This design comes from an exercise in tuning for small area, a short achievable clock period and few clock cycles per item on the open sky130 flow, not from production work. Where RTL was checked, it was by simulation tests only, not by an equivalence proof against the original.

==> inputs of zinc <==
Design unique_key_fifo_unit, start of the top module:
module unique_key_fifo_unit
#(
    parameter int DEPTH      = ukf_pkg::DEPTH_DEF,
    parameter int KEY_WIDTH  = ukf_pkg::KEY_WIDTH_DEF,
    parameter int DATA_WIDTH = ukf_pkg::DATA_WIDTH_DEF,
    localparam int OCC_W     = $clog2(DEPTH + 1),
    localparam int IN_W      = ((KEY_WIDTH + DATA_WIDTH + 7) / 8) * 8,
    localparam int OUT_W     = ((OCC_W + KEY_WIDTH + DATA_WIDTH + 7) / 8) * 8
)
(
    input  logic                clk,
    input  logic                rst_n,
    input  logic                s_tvalid,
    output logic                s_tready,
    input  logic [IN_W-1:0]     s_tdata,
    input  logic                s_tuser,
    output logic                m_tvalid,
    input  logic                m_tready,
    output logic [OUT_W-1:0]    m_tdata,
    output logic [ukf_pkg::STATUS_W-1:0] m_tuser
);
    ukf_dpath #(
        .DEPTH      (DEPTH),
        .KEY_WIDTH  (KEY_WIDTH),
        .DATA_WIDTH (DATA_WIDTH)
    ) u_dpath (
        .clk      (clk),
        .rst_n    (rst_n),
        .s_tvalid (s_tvalid),
        .s_tready (s_tready),
        .s_tdata  (s_tdata),
        .s_tuser  (s_tuser),
        .m_tvalid (m_tvalid),
        .m_tready (m_tready),
        .m_tdata  (m_tdata),
        .m_tuser  (m_tuser)
    );
endmodule
Settings: LEC_CHECK=0, CAP_MARGIN=20, CORE_MARGIN=2, CORE_UTILIZATION=60, CTS_CLUSTER_DIAMETER=60, CTS_CLUSTER_SIZE=30, SETUP_SLACK_MARGIN=3.5, SLEW_MARGIN=20; clock period 6.0 ns.
run.sh (not shown) runs the stock make flow with config.mk's settings and CLKGATE_MAP_FILE= SYNTH_SCRIPT=/design/flow/synth_recipe.tcl, a recipe that flattens the netlist after the stock synthesis.
==> garnet: changes against zinc <==
--- a/flow/design.v
+++ b/flow/design.v
@@ -82,12 +82,10 @@
     logic                  enq_ok;
     logic                  deq_ok;
     logic [STATUS_W-1:0]   p_status;
     logic [OCC_W-1:0]      p_occ;
     logic [OCC_W-1:0]      occ_enq;
-    logic [OCC_W-1:0]      count_p1;
-    logic [OCC_W-1:0]      count_m1;
     logic [OCC_W-1:0]      occ_deq;
     logic [STATUS_W-1:0]   st_enq;
     logic [STATUS_W-1:0]   st_deq;
     logic                  busy_reg;
     logic                  out_load;
@@ -110,12 +108,12 @@
     assign byp_hit_in = (in_key == s_key);
     assign byp_oh     = {tail_oh[0], tail_oh[DEPTH-1:1]};
     assign dup        = (byp_en && byp_hit) || |(match_reg & valid & ~(byp_oh & {DEPTH{byp_en}}));
     assign enq_ok = fire && (in_req == REQ_ENQUEUE) && !dup && !full;
     assign deq_ok = fire && (in_req == REQ_DEQUEUE) && !empty;
-    assign occ_enq = full  ? count : count_p1;
-    assign occ_deq = empty ? count : count_m1;
+    assign occ_enq = full  ? count : count + OCC_W'(1);
+    assign occ_deq = empty ? count : count - OCC_W'(1);
     assign st_enq  = full  ? ST_FULL : ST_ENQUEUED;
     assign st_deq  = empty ? ST_EMPTY : ST_DEQUEUED;
     always_comb
     begin
         if (in_req == REQ_DEQUEUE)
@@ -195,12 +193,10 @@
             in_valid   <= 1'b0;
             valid      <= '0;
             head_oh    <= DEPTH'(1);
             tail_oh    <= DEPTH'(1);
             count      <= '0;
-            count_p1   <= OCC_W'(1);
-            count_m1   <= '1;
             skid_valid <= 1'b0;
             busy_reg   <= 1'b0;
             out_valid  <= 1'b0;
         end
         else
@@ -218,20 +214,10 @@
             begin
                 valid   <= valid & ~head_oh;
                 head_oh <= head_oh_next;
             end
             count <= p_occ;
-            if (enq_ok)
-            begin
-                count_p1 <= count_p1 + OCC_W'(1);
-                count_m1 <= count;
-            end
-            else if (deq_ok)
-            begin
-                count_p1 <= count;
-                count_m1 <= count_m1 - OCC_W'(1);
-            end
             busy_reg <= !m_tready && (busy_reg || (in_valid && out_valid));
             if (out_load)
             begin
                 out_valid  <= skid_valid || fire;
                 skid_valid <= 1'b0;
==> harbor: changes against zinc <==
--- a/flow/design.v
+++ b/flow/design.v
@@ -51,11 +51,11 @@
     logic                  in_req;
     logic [KEY_WIDTH-1:0]  in_key;
     logic [DATA_WIDTH-1:0] in_data;
     logic [DEPTH-1:0]      valid;
     logic [DEPTH-1:0]      head_oh;         
-    logic [DEPTH-1:0]      tail_oh;         
+    logic [PTR_W-1:0]      tail;
     logic [OCC_W-1:0]      count;
     logic [KEY_WIDTH-1:0]  key_mem  [DEPTH];
     logic [DATA_WIDTH-1:0] data_mem [DEPTH];
     logic                  skid_valid;      
     logic [STATUS_W-1:0]   skid_status;
@@ -68,31 +68,23 @@
     logic                  empty;
     logic                  fire;
     logic                  wr_en;
     logic [DEPTH-1:0]      match_reg;
     logic [DEPTH-1:0]      match_in;
-    logic [DEPTH-1:0]      byp_oh;
-    logic                  byp_hit_in;
-    logic                  byp_hit;
-    logic                  byp_en;
-    logic [DEPTH-1:0]      rd_oh;           
-    logic [DEPTH-1:0]      head_oh_next;
-    logic                  skid_next;
     logic [KEY_WIDTH-1:0]  s_key;
     logic                  dup;
     logic                  enq_ok;
     logic                  deq_ok;
     logic [STATUS_W-1:0]   p_status;
     logic [OCC_W-1:0]      p_occ;
     logic [OCC_W-1:0]      occ_enq;
-    logic [OCC_W-1:0]      count_p1;
-    logic [OCC_W-1:0]      count_m1;
     logic [OCC_W-1:0]      occ_deq;
     logic [STATUS_W-1:0]   st_enq;
     logic [STATUS_W-1:0]   st_deq;
     logic                  busy_reg;
     logic                  out_load;
+    logic [DEPTH-1:0]      rd_sel;
     logic                  rd_take;
     logic [ENT_W-1:0]      rd_raw;
     logic [ENT_W-1:0]      rd_ent;
     assign full     = (count == OCC_W'(DEPTH));
     assign empty    = (count == '0);
@@ -102,20 +94,25 @@
     assign s_key = s_tdata[KEY_WIDTH-1:0];
     always_comb
     begin
         for (int i = 0; i < DEPTH; i++)
         begin
-            match_in[i] = (key_mem[i] == s_key);
-        end
-    end
-    assign byp_hit_in = (in_key == s_key);
-    assign byp_oh     = {tail_oh[0], tail_oh[DEPTH-1:1]};
-    assign dup        = (byp_en && byp_hit) || |(match_reg & valid & ~(byp_oh & {DEPTH{byp_en}}));
+            if (wr_en && (tail == PTR_W'(i)))
+            begin
+                match_in[i] = (in_key == s_key);
+            end
+            else
+            begin
+                match_in[i] = (key_mem[i] == s_key);
+            end
+        end
+    end
+    assign dup    = |(match_reg & valid);
     assign enq_ok = fire && (in_req == REQ_ENQUEUE) && !dup && !full;
     assign deq_ok = fire && (in_req == REQ_DEQUEUE) && !empty;
-    assign occ_enq = full  ? count : count_p1;
-    assign occ_deq = empty ? count : count_m1;
+    assign occ_enq = full  ? count : count + OCC_W'(1);
+    assign occ_deq = empty ? count : count - OCC_W'(1);
     assign st_enq  = full  ? ST_FULL : ST_ENQUEUED;
     assign st_deq  = empty ? ST_EMPTY : ST_DEQUEUED;
     always_comb
     begin
         if (in_req == REQ_DEQUEUE)
@@ -128,57 +125,39 @@
             p_status = dup ? ST_DUPLICATE : st_enq;
             p_occ    = (fire && !dup) ? occ_enq : count;
         end
     end
     assign out_load = !out_valid || m_tready;
-    assign skid_next = out_valid && !m_tready && (skid_valid || in_valid);
-    assign rd_take   = skid_valid ? (skid_status == ST_DEQUEUED) : deq_ok;
+    assign rd_take = skid_valid ? (skid_status == ST_DEQUEUED) : deq_ok;
     always_comb
     begin
+        for (int i = 0; i < DEPTH; i++)
+        begin
+            rd_sel[i] = skid_valid ? head_oh[(i + 1) % DEPTH] : head_oh[i];
+        end
         rd_raw = '0;
         for (int i = 0; i < DEPTH; i++)
         begin
-            rd_raw = rd_raw | ({ENT_W{rd_oh[i]}} & {data_mem[i], key_mem[i]});
+            rd_raw = rd_raw | ({ENT_W{rd_sel[i]}} & {data_mem[i], key_mem[i]});
         end
     end
     assign rd_ent = rd_take ? rd_raw : '0;
-    assign head_oh_next = deq_ok ? {head_oh[DEPTH-2:0], head_oh[DEPTH-1]} : head_oh;
-    always_ff @(posedge clk or negedge rst_n)
-    begin
-        if (!rst_n)
-        begin
-            rd_oh <= DEPTH'(1);
-        end
-        else if (!skid_next)
-        begin
-            rd_oh <= head_oh_next;
-        end
-        else if (!skid_valid)
-        begin
-            rd_oh <= head_oh;
-        end
-    end
     always_ff @(posedge clk)
     begin
         if (!skid_valid)
         begin
             in_req  <= s_tuser;
             in_key  <= s_key;
             match_reg <= match_in;
-            byp_hit   <= byp_hit_in;
-            byp_en    <= enq_ok;
             in_data <= s_tdata[KEY_WIDTH +: DATA_WIDTH];
         end
-        for (int i = 0; i < DEPTH; i++)
-        begin
-            if (wr_en && tail_oh[i])
-            begin
-                key_mem[i]  <= in_key;
-                data_mem[i] <= in_data;
-            end
-        end
-        if (fire)
+        if (wr_en)
+        begin
+            key_mem[tail]  <= in_key;
+            data_mem[tail] <= in_data;
+        end
+        if (fire && !out_load)
         begin
             skid_status <= p_status;
             skid_occ    <= p_occ;
         end
         if (out_load)
@@ -193,14 +172,12 @@
         if (!rst_n)
         begin
             in_valid   <= 1'b0;
             valid      <= '0;
             head_oh    <= DEPTH'(1);
-            tail_oh    <= DEPTH'(1);
+            tail       <= '0;
             count      <= '0;
-            count_p1   <= OCC_W'(1);
-            count_m1   <= '1;
             skid_valid <= 1'b0;
             busy_reg   <= 1'b0;
             out_valid  <= 1'b0;
         end
         else
@@ -209,29 +186,19 @@
             begin
                 in_valid <= s_tvalid;
             end
             if (enq_ok)
             begin
-                valid   <= valid | tail_oh;
-                tail_oh <= {tail_oh[DEPTH-2:0], tail_oh[DEPTH-1]};
+                valid[tail] <= 1'b1;
+                tail        <= tail + PTR_W'(1);
             end
             if (deq_ok)
             begin
                 valid   <= valid & ~head_oh;
-                head_oh <= head_oh_next;
+                head_oh <= {head_oh[DEPTH-2:0], head_oh[DEPTH-1]};
             end
             count <= p_occ;
-            if (enq_ok)
-            begin
-                count_p1 <= count_p1 + OCC_W'(1);
-                count_m1 <= count;
-            end
-            else if (deq_ok)
-            begin
-                count_p1 <= count;
-                count_m1 <= count_m1 - OCC_W'(1);
-            end
             busy_reg <= !m_tready && (busy_reg || (in_valid && out_valid));
             if (out_load)
             begin
                 out_valid  <= skid_valid || fire;
                 skid_valid <= 1'b0;
==> flow/config.mk (replaced) <==
export PLATFORM = sky130hd
export DESIGN_NAME = unique_key_fifo_unit
export DESIGN_NICKNAME = unique_key_fifo_unit
export VERILOG_FILES = /design/flow/design.v
export SDC_FILE = /design/flow/constraint.sdc
export NUM_CORES = 4
export LEC_CHECK = 0
export CAP_MARGIN = 20
export CORE_MARGIN = 2
export CORE_UTILIZATION = 40
export SETUP_SLACK_MARGIN = 3.3
export SLEW_MARGIN = 20
==> sierra: changes against zinc <==
--- a/flow/design.v
+++ b/flow/design.v
@@ -51,11 +51,11 @@
     logic                  in_req;
     logic [KEY_WIDTH-1:0]  in_key;
     logic [DATA_WIDTH-1:0] in_data;
     logic [DEPTH-1:0]      valid;
     logic [DEPTH-1:0]      head_oh;         
-    logic [DEPTH-1:0]      tail_oh;         
+    logic [PTR_W-1:0]      tail;
     logic [OCC_W-1:0]      count;
     logic [KEY_WIDTH-1:0]  key_mem  [DEPTH];
     logic [DATA_WIDTH-1:0] data_mem [DEPTH];
     logic                  skid_valid;      
     logic [STATUS_W-1:0]   skid_status;
@@ -68,31 +68,29 @@
     logic                  empty;
     logic                  fire;
     logic                  wr_en;
     logic [DEPTH-1:0]      match_reg;
     logic [DEPTH-1:0]      match_in;
-    logic [DEPTH-1:0]      byp_oh;
+    logic [DEPTH-1:0]      match_eff;
+    logic [DEPTH-1:0]      last_oh;
     logic                  byp_hit_in;
     logic                  byp_hit;
     logic                  byp_en;
-    logic [DEPTH-1:0]      rd_oh;           
-    logic [DEPTH-1:0]      head_oh_next;
-    logic                  skid_next;
+    logic                  rd_back;         
     logic [KEY_WIDTH-1:0]  s_key;
     logic                  dup;
     logic                  enq_ok;
     logic                  deq_ok;
     logic [STATUS_W-1:0]   p_status;
     logic [OCC_W-1:0]      p_occ;
     logic [OCC_W-1:0]      occ_enq;
-    logic [OCC_W-1:0]      count_p1;
-    logic [OCC_W-1:0]      count_m1;
     logic [OCC_W-1:0]      occ_deq;
     logic [STATUS_W-1:0]   st_enq;
     logic [STATUS_W-1:0]   st_deq;
     logic                  busy_reg;
     logic                  out_load;
+    logic [DEPTH-1:0]      rd_sel;
     logic                  rd_take;
     logic [ENT_W-1:0]      rd_raw;
     logic [ENT_W-1:0]      rd_ent;
     assign full     = (count == OCC_W'(DEPTH));
     assign empty    = (count == '0);
@@ -103,19 +101,21 @@
     always_comb
     begin
         for (int i = 0; i < DEPTH; i++)
         begin
             match_in[i] = (key_mem[i] == s_key);
+            last_oh[i]  = (tail == PTR_W'((i + 1) % DEPTH));
         end
     end
     assign byp_hit_in = (in_key == s_key);
-    assign byp_oh     = {tail_oh[0], tail_oh[DEPTH-1:1]};
-    assign dup        = (byp_en && byp_hit) || |(match_reg & valid & ~(byp_oh & {DEPTH{byp_en}}));
+    assign match_eff  = byp_en ? ((match_reg & ~last_oh) | (last_oh & {DEPTH{byp_hit}}))
+                               : match_reg;
+    assign dup        = |(match_eff & valid);
     assign enq_ok = fire && (in_req == REQ_ENQUEUE) && !dup && !full;
     assign deq_ok = fire && (in_req == REQ_DEQUEUE) && !empty;
-    assign occ_enq = full  ? count : count_p1;
-    assign occ_deq = empty ? count : count_m1;
+    assign occ_enq = full  ? count : count + OCC_W'(1);
+    assign occ_deq = empty ? count : count - OCC_W'(1);
     assign st_enq  = full  ? ST_FULL : ST_ENQUEUED;
     assign st_deq  = empty ? ST_EMPTY : ST_DEQUEUED;
     always_comb
     begin
         if (in_req == REQ_DEQUEUE)
@@ -128,37 +128,24 @@
             p_status = dup ? ST_DUPLICATE : st_enq;
             p_occ    = (fire && !dup) ? occ_enq : count;
         end
     end
     assign out_load = !out_valid || m_tready;
-    assign skid_next = out_valid && !m_tready && (skid_valid || in_valid);
-    assign rd_take   = skid_valid ? (skid_status == ST_DEQUEUED) : deq_ok;
+    assign rd_take = skid_valid ? (skid_status == ST_DEQUEUED) : deq_ok;
     always_comb
     begin
+        for (int i = 0; i < DEPTH; i++)
+        begin
+            rd_sel[i] = rd_back ? head_oh[(i + 1) % DEPTH] : head_oh[i];
+        end
         rd_raw = '0;
         for (int i = 0; i < DEPTH; i++)
         begin
-            rd_raw = rd_raw | ({ENT_W{rd_oh[i]}} & {data_mem[i], key_mem[i]});
+            rd_raw = rd_raw | ({ENT_W{rd_sel[i]}} & {data_mem[i], key_mem[i]});
         end
     end
     assign rd_ent = rd_take ? rd_raw : '0;
-    assign head_oh_next = deq_ok ? {head_oh[DEPTH-2:0], head_oh[DEPTH-1]} : head_oh;
-    always_ff @(posedge clk or negedge rst_n)
-    begin
-        if (!rst_n)
-        begin
-            rd_oh <= DEPTH'(1);
-        end
-        else if (!skid_next)
-        begin
-            rd_oh <= head_oh_next;
-        end
-        else if (!skid_valid)
-        begin
-            rd_oh <= head_oh;
-        end
-    end
     always_ff @(posedge clk)
     begin
         if (!skid_valid)
         begin
             in_req  <= s_tuser;
@@ -166,19 +153,16 @@
             match_reg <= match_in;
             byp_hit   <= byp_hit_in;
             byp_en    <= enq_ok;
             in_data <= s_tdata[KEY_WIDTH +: DATA_WIDTH];
         end
-        for (int i = 0; i < DEPTH; i++)
-        begin
-            if (wr_en && tail_oh[i])
-            begin
-                key_mem[i]  <= in_key;
-                data_mem[i] <= in_data;
-            end
-        end
-        if (fire)
+        if (wr_en)
+        begin
+            key_mem[tail]  <= in_key;
+            data_mem[tail] <= in_data;
+        end
+        if (fire && !out_load)
         begin
             skid_status <= p_status;
             skid_occ    <= p_occ;
         end
         if (out_load)
@@ -193,46 +177,36 @@
         if (!rst_n)
         begin
             in_valid   <= 1'b0;
             valid      <= '0;
             head_oh    <= DEPTH'(1);
-            tail_oh    <= DEPTH'(1);
+            tail       <= '0;
             count      <= '0;
-            count_p1   <= OCC_W'(1);
-            count_m1   <= '1;
             skid_valid <= 1'b0;
             busy_reg   <= 1'b0;
+            rd_back    <= 1'b0;
             out_valid  <= 1'b0;
         end
         else
         begin
             if (!skid_valid)
             begin
                 in_valid <= s_tvalid;
             end
             if (enq_ok)
             begin
-                valid   <= valid | tail_oh;
-                tail_oh <= {tail_oh[DEPTH-2:0], tail_oh[DEPTH-1]};
+                valid[tail] <= 1'b1;
+                tail        <= tail + PTR_W'(1);
             end
             if (deq_ok)
             begin
                 valid   <= valid & ~head_oh;
-                head_oh <= head_oh_next;
+                head_oh <= {head_oh[DEPTH-2:0], head_oh[DEPTH-1]};
             end
             count <= p_occ;
-            if (enq_ok)
-            begin
-                count_p1 <= count_p1 + OCC_W'(1);
-                count_m1 <= count;
-            end
-            else if (deq_ok)
-            begin
-                count_p1 <= count;
-                count_m1 <= count_m1 - OCC_W'(1);
-            end
             busy_reg <= !m_tready && (busy_reg || (in_valid && out_valid));
+            rd_back  <= !m_tready && out_valid && (rd_back || in_valid);
             if (out_load)
             begin
                 out_valid  <= skid_valid || fire;
                 skid_valid <= 1'b0;
             end
==> flow/config.mk (replaced) <==
export PLATFORM = sky130hd
export DESIGN_NAME = unique_key_fifo_unit
export DESIGN_NICKNAME = unique_key_fifo_unit
export VERILOG_FILES = /design/flow/design.v
export SDC_FILE = /design/flow/constraint.sdc
export NUM_CORES = 4
export LEC_CHECK = 0
export CAP_MARGIN = 20
export CORE_MARGIN = 2
export CORE_UTILIZATION = 40
export SETUP_SLACK_MARGIN = 3.3
export SLEW_MARGIN = 20
==> notes <==
Of harbor and garnet, harbor has the higher synthesized cell count (gap 2.7%, measured against garnet). Flip-flop and latch count: harbor < sierra < garnet < zinc. Clock skew: garnet > zinc > sierra > harbor. The highest first-iteration DRC count belongs to zinc, the lowest to garnet. The highest core utilization belongs to zinc, the lowest to harbor. In harbor the cell count is higher than in zinc, by 13%.
Testbench counts of garnet, summed over its fixed seeds: cycles 19,216, items 19,200.
No functional check of the RTL was part of zinc, harbor and sierra.

[separate check: timing with driven ports]
How much do the figures lean on ideal ports? The routed layouts below were timed once more, with nothing changed but the port constraints. Step 1, drivers: a clkbuf_16 drives clk and a buf_2 each remaining input, both assumed. Step 2 moves the port delays by t, midway between the first and last clock arrival at a register: inputs arrive t later, outputs are due t later. That takes back most of the time a late clock gives input paths. Slacks: no drivers / after step 1 / after step 2; pairs: no drivers / after step 1.
run	t (ns)	slack for setup (ns)	worst setup path at the end
zinc	0.758	3.400 / 3.389 / 2.688	input to register
garnet	0.787	3.401 / 3.349 / 2.615	input to register
harbor	0.861	3.165 / 3.165 / 2.337	input to register
sierra	0.831	3.135 / 3.166 / 2.334	input to register
After both steps every run listed still meets setup and hold. For harbor, which loses most, drivers alone change the setup slack by 0.000 ns; drivers and shift together by -0.828 ns.
